This design comes from an exercise in tuning for small area, a short achievable clock period and few clock cycles per item on the open sky130 flow, not from production work. RTL that was checked went through simulation tests only; none was proved equivalent to the original. Function not checked in run 1: the RTL went through the layout flow alone.

==> flow/design.v (outline; a module is shown in full before it is edited, if it fits) <==
// module accel_dynamic_magnitude: 1921 lines
module accel_dynamic_magnitude
(
    input  logic        clk,
    input  logic        rst_n,
    input  logic        s_axis_tvalid,
    output logic        s_axis_tready,
    input  logic [47:0] s_axis_tdata,
    output logic        m_axis_tvalid,
    input  logic        m_axis_tready,
    output logic [23:0] m_axis_tdata,
    output logic        m_axis_tuser
);
  // ...
==> flow/flow/run.sh <==
#!/bin/bash
set -e
export SETUP_SLACK_MARGIN=7.8
export BUFFER_PORTS_ARGS="-buffer_cell sky130_fd_sc_hd__buf_2"
bash standard.sh > standard.log 2>&1
==> flow/standard.sh <==
#!/bin/bash
# synth_recipe.tcl (not shown) runs the flow's synth.tcl, then flattens the netlist and writes it again
# the make line also repeats each setting of config.mk as NAME=value (left out here)
make -C /OpenROAD-flow-scripts/flow DESIGN_CONFIG=/design/flow/config.mk WORK_HOME=/design/flow/orfs CLKGATE_MAP_FILE= SYNTH_SCRIPT=/design/flow/synth_recipe.tcl "${@:-finish}"
==> flow/config.mk <==
export PLATFORM = sky130hd
export DESIGN_NAME = accel_dynamic_magnitude
export DESIGN_NICKNAME = accel_dynamic_magnitude
export VERILOG_FILES = /design/flow/design.v
export SDC_FILE = /design/flow/constraint.sdc
export NUM_CORES = 4
export LEC_CHECK = 0
export ABC_AREA = 1
export CAP_MARGIN = 20
export CORE_MARGIN = 2
export CORE_UTILIZATION = 50
export PLACE_DENSITY = 0.65
export SLEW_MARGIN = 20
export TNS_END_PERCENT = 5
==> flow/constraint.sdc <==
create_clock -name core_clock -period 12.0 [get_ports {clk}]
set_input_delay 2.4000 -clock core_clock [delete_from_list [all_inputs] [get_ports {clk}]]
set_output_delay 2.4000 -clock core_clock [all_outputs]
set_load 0.01 [all_outputs]
==> flow_summary.json, run 1 <==
{
  "outcome": "no timing/DRC/antenna violations",
  "worstHoldEndpoint": "p9_sr14[4]",
  "routedLengthMet1_mm": 68.5,
  "first_iter_violations": 4101,
  "regArea_mm2": 0.0245,
  "hp-start": "p8_sr12[4]",
  "top_usage_layer": "met2",
  "clockBufferCount": 105,
  "grt_start_max_net_pins": 176,
  "rows": 131,
  "synth_adder_area_share_pct": 25.9,
  "grt_pass1_vias": 48180,
  "n_all_buffers": 187,
  "cts_hold_buf": 0,
  "cts_tree": "built",
  "cap_violations": 0,
  "cts-root-buf": "clkbuf_16",
  "grt_usage_pct": 26.5,
  "ant_nets": 0,
  "largest_reg_flops": 84,
  "worst_path_max_delay_cell": "nor4_1",
  "dr.max_layer_used": "met5",
  "postLayoutCellArea_mm2": 0.0704,
  "die_h_um": 363,
  "antenna_found_initial": 4,
  "clkTransAtPathRegs_ns": 0.06,
  "clk_latency_ns": 0.75,
  "yosysTopAreaCell": "edfxtp_1",
  "critPathLaunch": "p2_tl6c15[0]"
}
==> run 2, diff against run 1 <==
--- a/flow/design.v
+++ b/flow/design.v
@@ -9,26 +9,27 @@
     output logic        s_axis_tready,
     input  logic [47:0] s_axis_tdata,
     output logic        m_axis_tvalid,
     input  logic        m_axis_tready,
     output logic [23:0] m_axis_tdata,
     output logic        m_axis_tuser
 );
     localparam int CAL_N = 100;
-    logic [27:0] cr [3];
+    logic [28:0] cr [3];      
     logic [2:0]  ph;         
     logic [6:0]  cnt;
     logic [4:0]  dstep;
     logic        dividing;
     logic        calibrated;
     logic        cal_full;
     logic        cal_busy;
     logic        cal_step;
-    logic [27:0] pe_in, pe_out;
+    logic [28:0] pe_in, pe_out;
+    logic [16:0] lo_sum;
     logic [15:0] u_sel;
     logic [22:0] acc_in;
     logic [5:0]  r2;
     logic        ge;
     logic [20:0] q_eff [3];
     logic [3:0]  dl_reg [3];
     logic        adv, adv_base;
     logic        in_accept;
@@ -66,34 +67,35 @@
             rdy_q <= rdy_n;
         end
     end
     assign pe_in  = cr[2];
     assign u_sel  = ({16{ph[0]}} & p1_dh2[15:0]) | ({16{ph[1]}} & p1_dh1[15:0]) | ({16{ph[2]}} & p1_dh0[15:0]);
     assign acc_in = (cnt == 7'd1) ? 23'd3 : pe_in[22:0];
     assign r2     = {((dstep == 5'd0) ? 5'd0 : pe_in[27:23]), pe_in[22]};
     assign ge     = (r2 >= 6'd25);
-    assign pe_out = dividing ? {(ge ? 5'(r2 - 6'd25) : r2[4:0]), pe_in[21:0], ge}
-                             : {pe_in[27:23], acc_in + 23'(u_sel)};
+    assign lo_sum = {1'b0, acc_in[15:0]} + {1'b0, u_sel};
+    assign pe_out = dividing ? {1'b0, (ge ? 5'(r2 - 6'd25) : r2[4:0]), pe_in[21:0], ge}
+                             : {lo_sum[16], pe_in[27:23], acc_in[22:16], lo_sum[15:0]};
     for (genvar a = 0; a < 3; a++) begin : g_q
         assign q_eff[a] = calibrated ? cr[a][20:0] : 21'd0;
     end
     always_ff @(posedge clk)
     begin
         for (int a = 0; a < 3; a++)
         begin
             dl_reg[a] <= 4'(4'd0 - cr[a][3:0]);
         end
     end
     always_ff @(posedge clk)
     begin
         if (cal_step)
         begin
             cr[0] <= pe_out;
-            cr[1] <= cr[0];
+            cr[1] <= {1'b0, cr[0][27:23], cr[0][22:16] + {6'd0, cr[0][28]}, cr[0][15:0]};
             cr[2] <= cr[1];
         end
     end
     always_ff @(posedge clk or negedge rst_n)
     begin
         if (!rst_n)
         begin
             cnt        <= '0;
==> flow/config.mk (replaced) <==
export PLATFORM = sky130hd
export DESIGN_NAME = accel_dynamic_magnitude
export DESIGN_NICKNAME = accel_dynamic_magnitude
export VERILOG_FILES = /design/flow/design.v
export SDC_FILE = /design/flow/constraint.sdc
export NUM_CORES = 4
export LEC_CHECK = 0
export ABC_AREA = 1
export CAP_MARGIN = 20
export CORE_MARGIN = 2
export CORE_UTILIZATION = 60
export PLACE_DENSITY = 0.72
export SLEW_MARGIN = 20
export TNS_END_PERCENT = 5
==> flow_summary.json, run 2 <==
{
  "finalHoldViolCount": 0,
  "coreArea_mm2": 0.106,
  "vias": 47602,
  "netlist_area_mm2": 0.0642,
  "hpwlAfterDp_mm": 121,
  "synth_cell_types": 56,
  "rr_endpoint": "p2_tl6c24[3]",
  "wl_per_cell_um": 19.8,
  "path_class": "flop to flop",
  "startpoint_type": "flop",
  "antenna_found_initial": 0,
  "ff2ff_setup_slack_ns": 7.69,
  "tightest_slew_ns": 1.09,
  "die_x_um": 331,
  "hp-start": "p5_sr6[7]",
  "ff2ff_path_depth": 12,
  "clockBufferDepth": 3,
  "rows": 119,
  "die_area_mm2": 0.110,
  "clock_skew_ns": 0.0613,
  "setup_violations": 0,
  "required_ns": 12.43,
  "largest_reg_flops": 85,
  "worstHoldEndpoint": "p6_sr8[7]",
  "cpPeakStageDelay_ns": 0.60,
  "place_ws_ns": 7.10,
  "areaGrowthSynthToFinish_pct": 9.26,
  "cts-root-buf": "clkbuf_16",
  "nNetsFinal": 8100,
  "drc_errors": 0,
  "grt_pass1_vias": 48840,
  "final.period_utilization_pct": 36.0,
  "first_iter_violations": 4275,
  "synth.area.top_cells": "edfxtp_1, fa_1, nand2_1",
  "clk_latency_ns": 0.71,
  "port_buffers": 75,
  "grt-ovfl-total": 0,
  "synthCells": 6942,
  "fillers": 8403,
  "outcome": "no timing/DRC/antenna violations",
  "endpoint_kind": "flop",
  "relSlewSlack_pct": 27.0,
  "period_minus_slack_ns": 4.31,
  "antenna_cells": 0,
  "final_common_cell": "nand2_1",
  "drive_gt1_share_pct": 6.59,
  "ios": 79,
  "worst_path_max_delay_cell": "edfxtp_1",
  "firstDrtPassIters": 6,
  "routabilityCongestion": 0.954,
  "synth_edf_count": 782,
  "vias_per_cell": 5.57,
  "ys_seq_area_share_pct": 38.2,
  "cts_tree": "built",
  "wl_mm": 169,
  "slew_violations": 0,
  "cts.sink_count": 827,
  "async_flop_share_pct": 3.87,
  "setup_tns_ns": 0,
  "synth_area_per_cell_um2": 9.24,
  "die_h_um": 331,
  "cts.htree.levels": 3,
  "clkTransAtPathRegs_ns": 0.06,
  "grt_usage_pct": 31.5,
  "critPathMaxFanout": 9,
  "synth_top_area_share_pct": 36.6,
  "layout_common_cells": "nand2_1, inv_1, edfxtp_1",
  "grt_start_max_net_pins": 205,
  "start_util_pct": 60.7,
  "synth_common_cells": "nand2_1, inv_1, edfxtp_1",
  "grt_pass1_wl_mm": 265,
  "timing.fmax_ghz": 0.232,
  "top_regs": "cr: 85 flops, p3_sr1: 38 flops, p4_sr4: 32 flops",
  "synth_most_common_cell": "nand2_1",
  "cap_violations": 0,
  "yosysTopAreaCell": "edfxtp_1",
  "setup_ws_ns": 7.69,
  "path_cells": "nand2_1, inv_1, fa_1, inv_1, fa_1, fa_1, inv_1, fa_1, inv_1, fa_1, inv_1, fa_1",
  "synth_ff_type": "edfxtp_1",
  "hold_class": "flop to flop",
  "top_register": "cr",
  "ant_nets": 0,
  "worstPathArrival_ns": 4.74,
  "cts_made_buffers": 92,
  "reg2reg_from": "p1_dh0[3]",
  "yosys_warnings": 4,
  "whs_path_depth": 0,
  "grt_setup_unrepaired": "yes",
  "synth_seq_cells": 827,
  "worst_path_most_repeated_cell": "fa_1"
}
[run 2: changes by cell type after synthesis, moves of 9 or more]
| cell | delta |
|---|---|
| nand3_1 | -11 |
| a31oi_1 | -9 |
| nor4_1 | -10 |
| inv_1 | +19 |
| nand2_2 | -20 |
| a21oi_1 | +12 |
| o21ai_0 | -10 |
| xnor2_1 | +9 |
| a21boi_0 | +10 |
| o21ai_2 | -12 |
| nand2_1 | +50 |
[run 2: worst max-delay path by stage]
stage / startpoint / endpoint / cells past startpoint
final: p1_dh0[3] / p2_tl6c24[3] / 12
after CTS: p10_rem16[12] / p11_rem18[16] / 22
after global placement: dl_reg[0][0] / p2_tl6c21[3] / 10
after detailed placement: p8_root12[9] / p9_rem14[12] / 19
after global routing: p3_root1[0] / p4_rem4[2] / 25
after floorplan: skid_v / rdy_q / 7
[run 2: area by class of cell]
class	count	area (µm²)	share of cell area [%]
Clock buffer	117	2430	3.46
Clock inverter	53	667	0.951
Inverter	1436	5420	7.73
Multi-Input combinational cell	4496	33700	48.1
Sequential cell	827	24600	35.0
Tap cell	1391	1740	2.48
Timing Repair Buffer	217	1550	2.21
Timing Repair inverter	5	37.5	0.0535
[run 2: kinds of logic after synthesis]
| kind of cell | after synthesis | share of synthesized area, % |
|---|---|---|
| compound gates | 819 | 7.19 |
| xor+xnor | 268 | 3.66 |
| fa+ha+maj | 973 | 26.0 |
| buf+inv | 1622 | 9.63 |
| flops | 827 | 38.2 |
| other cells | 1 | 0.00584 |
| simple gates | 2432 | 15.3 |
[run 2: per-stage QoR]
stage | utilization (%) | cells | cell area [µm²] | hold WS [ns]
6_report | 66.3 | 8542 | 70100 | 0.372
5_1_grt | 66.3 | 8542 | 70100 | 0.391
4_1_cts | 65.8 | 8496 | 69500 | 0.367
3_5_place_dp | 62.4 | 8280 | 66000 | 0.405
3_3_place_gp | 62.4 | 8280 | 66000 | 0.400
2_1_floorplan | - | 6944 | 64200 | 0.388
[run 2: timing repair]
action	CTS	global route
hold endpoints to repair	0	0
endpoints found under the setup margin	137	269
buffers inserted	44	41
cloned	2	4
hold buffers	0	0
pin swaps	1	7
resized for setup	22	67
[run 2: worst max-delay path: cells and delay by family (launching register included)]
family | cells | cell delay [ns]
fa+ha+maj | 6 | 2.99
simple gates | 1 | 0.15
flops | 1 | 0.60
buf+inv | 5 | 0.29
[run 2: per-layer routing]
layer	vias to the layer above	routed length (µm)	GRT usage, %
met5	-	0	0
met3	605	13400	5.24
met2	2037	80800	52.6
met4	0	10000	16.4
li1	22183	-	-
met1	22777	64800	39.6
Testbench counts of run 2, summed over its fixed seeds: cycles 3,304, items 3,200.
==> run 3, diff against run 2 <==
--- a/flow/config.mk
+++ b/flow/config.mk
@@ -10,4 +10,4 @@
 export CORE_MARGIN = 2
-export CORE_UTILIZATION = 60
-export PLACE_DENSITY = 0.72
+export CORE_UTILIZATION = 50
+export PLACE_DENSITY = 0.65
 export SLEW_MARGIN = 20
==> flow_summary.json, run 3 <==
{
  "synth_most_common_cell": "nand2_1",
  "clockBufferDepth": 3,
  "cts.sink_count": 827,
  "worst_path_most_repeated_cell": "fa_1",
  "async_flop_share_pct": 3.87,
  "hold_class": "flop to flop",
  "layout_common_cells": "nand2_1, inv_1, edfxtp_1",
  "path_class": "flop to flop",
  "cts_tree": "built",
  "grt_usage_pct": 26.5,
  "cap_violations": 0,
  "place_ws_ns": 7.10,
  "setup_tns_ns": 0,
  "vias_per_cell": 5.31,
  "worstPathArrival_ns": 4.67,
  "grtUsageMet1_pct": 33.2,
  "first_iter_violations": 3810,
  "cpPeakStageDelay_ns": 0.57,
  "endpoint_kind": "flop",
  "period_minus_slack_ns": 4.24,
  "coreArea_mm2": 0.128,
  "drive_gt1_share_pct": 7.03,
  "ios": 79,
  "final.period_utilization_pct": 35.3,
  "outcome": "no timing/DRC/antenna violations",
  "ant_nets": 0,
  "antenna_found_initial": 0,
  "synth_top_area_share_pct": 36.6,
  "rows": 131,
  "synth_ff_type": "edfxtp_1",
  "synth_adder_area_share_pct": 26.0,
  "clkTransAtPathRegs_ns": 0.06,
  "hpwlAfterDp_mm": 126,
  "die_x_um": 362,
  "synth_area_per_cell_um2": 9.24,
  "vias": 46892,
  "grt_setup_unrepaired": "yes",
  "top_usage_layer": "met2",
  "yosysTopAreaCell": "edfxtp_1",
  "synth_seq_cells": 827,
  "yosys.area_share.simple_pct": 15.3,
  "wl_per_cell_um": 19.5,
  "critPathMaxFanout": 7,
  "synth_cell_types": 56,
  "setup_ws_ns": 7.76,
  "worst_path_max_delay_cell": "fa_1",
  "netlist_area_mm2": 0.0642,
  "die_area_mm2": 0.131,
  "antenna_cells": 0,
  "grt_pass1_vias": 48008,
  "ys_seq_area_share_pct": 38.2,
  "cts.htree.levels": 3,
  "synth_compound_area_share_pct": 7.19,
  "synth.area.top_cells": "edfxtp_1, fa_1, nand2_1",
  "synth-xor-area-share_pct": 3.66,
  "startpoint_type": "flop",
  "final_common_cell": "nand2_1",
  "firstDrtPassIters": 7,
  "path_cells": "buf_4, nand2_1, inv_1, fa_1, fa_1, inv_1, fa_1, inv_1, fa_1, fa_1, fa_1",
  "slew_violations": 0,
  "drc_errors": 0,
  "met3_usage_pct": 4.05,
  "clk_latency_ns": 0.76,
  "cts_made_buffers": 93,
  "clock_skew_ns": 0.0746,
  "grt-ovfl-total": 0,
  "port_buffers": 75,
  "setup_violations": 0,
  "timing.fmax_ghz": 0.236,
  "die_h_um": 362,
  "routabilityCongestion": 0.951,
  "grt_pass1_wl_mm": 268,
  "top_regs": "cr: 85 flops, p3_sr1: 38 flops, p4_sr4: 32 flops",
  "grt_start_max_net_pins": 173,
  "largest_reg_flops": 85,
  "finalHoldViolCount": 0,
  "synth_top_family_by_area": "adder cells",
  "synthCells": 6942,
  "synthMuxAreaShare_pct": 0,
  "use_met2_pct": 45.0,
  "wl_mm": 173,
  "top_register": "cr",
  "required_ns": 12.43,
  "start_util_pct": 50.3,
  "synth_edf_count": 782,
  "relSlewSlack_pct": 22.5,
  "yosys_warnings": 4,
  "synth_common_cells": "nand2_1, inv_1, edfxtp_1",
  "cts-root-buf": "clkbuf_16",
  "tightest_slew_ns": 1.16,
  "nNetsFinal": 8113,
  "areaGrowthSynthToFinish_pct": 10.4,
  "fillers": 11347
}
-- run 3: cell type report --
cell class	count	area, µm²	area share, %
Multi-Input combinational cell	4499	33700	47.6
Sequential cell	827	24600	34.7
Inverter	1436	5420	7.65
Clock buffer	110	2460	3.48
Tap cell	1662	2080	2.94
Timing Repair Buffer	224	1690	2.38
Clock inverter	63	843	1.19
Timing Repair inverter	7	52.6	0.0742
-- run 3: stage by stage --
stage	instance area (µm²)	hold WS (ns)	util, %	std cells
detailed placement	66400	0.405	52.1	8559
floorplan	64200	0.388	-	6944
global route	70800	0.387	55.6	8828
CTS	70400	0.377	55.2	8798
global placement	66400	0.400	52.1	8559
finish	70800	0.374	55.6	8828
-- run 3: metal layers --
| metal | share of wire, % | routed length, µm |
|---|---|---|
| met5 | 0 | 0 |
| met4 | 5.3 | 9150 |
| met3 | 6.4 | 11000 |
| met2 | 48 | 83600 |
| met1 | 40 | 68800 |
-- run 3: worst paths after layout --
check | slack (ns) | cells after the start | start | end
max in group asynchronous | 9.66 | 1 | rst_n | calibrated
hold / removal | 0.37 | 0 | p8_sr12[8] | p9_sr14[8]
hold reg to reg | 0.37 | 0 | p8_sr12[8] | p9_sr14[8]
setup / recovery | 7.76 | 11 | p1_dh0[0] | p2_tl6c21[3]
setup reg to reg | 7.76 | 11 | p1_dh0[0] | p2_tl6c21[3]
min in group asynchronous | 1.75 | 1 | rst_n | cnt[0]
-- run 3: critical path, delay by kind of cell, from the launching register on --
family / cells / cell delay [ns]
adders and majority gates: 6 / 2.95
and+or+nand+nor: 1 / 0.06
DFF: 1 / 0.53
buffers and inverters: 4 / 0.40
-- run 3: timing repair --
action | 4_1_cts | 5_1_grt
setup endpoints to repair | 304 | 292
hold buffers | 0 | 0
pin swaps | 11 | 18
buffers inserted | 62 | 20
cloned | 4 | 10
gates resized for setup | 45 | 63
-- run 3: cells by family after synthesis --
family                     count (synthesis)
buffers and inverters                   1622
adders and majority gates                973
AOI/OAI and AO/OA                        819
and+or+nand+nor                         2432
xor gates and xnor gates                 268
other                                      1
DFF                                      827

## separate check: timing with driven ports
No port has a modelled driver above. Below, the same layouts with a new extraction and two added sets of constraints. Step 1: set_driving_cell puts a clkbuf_16 on clk and a buf_2 on each other input, an assumption about the parent block. Step 2 moves the port delays by t, midway between the first and last clock arrival at a register: inputs arrive t later, outputs are due t later. That takes back most of the time a late clock gives input paths. a / b / c = ideal ports / drivers / drivers and shift; a / b = the first two.
run | t (ns) | setup slack, ns | worst register clock-pin slew, ns
run 1 | 0.789 | 7.579 / 7.579 / 7.237 | 0.07 / 0.07
run 2 | 0.754 | 7.685 / 7.685 / 7.281 | 0.07 / 0.07
run 3 | 0.792 | 7.761 / 7.761 / 7.307 | 0.07 / 0.07
After both steps every run listed still meets setup and hold. For run 3, which loses most, drivers alone change the setup slack by 0.000 ns; drivers and shift together by -0.454 ns.
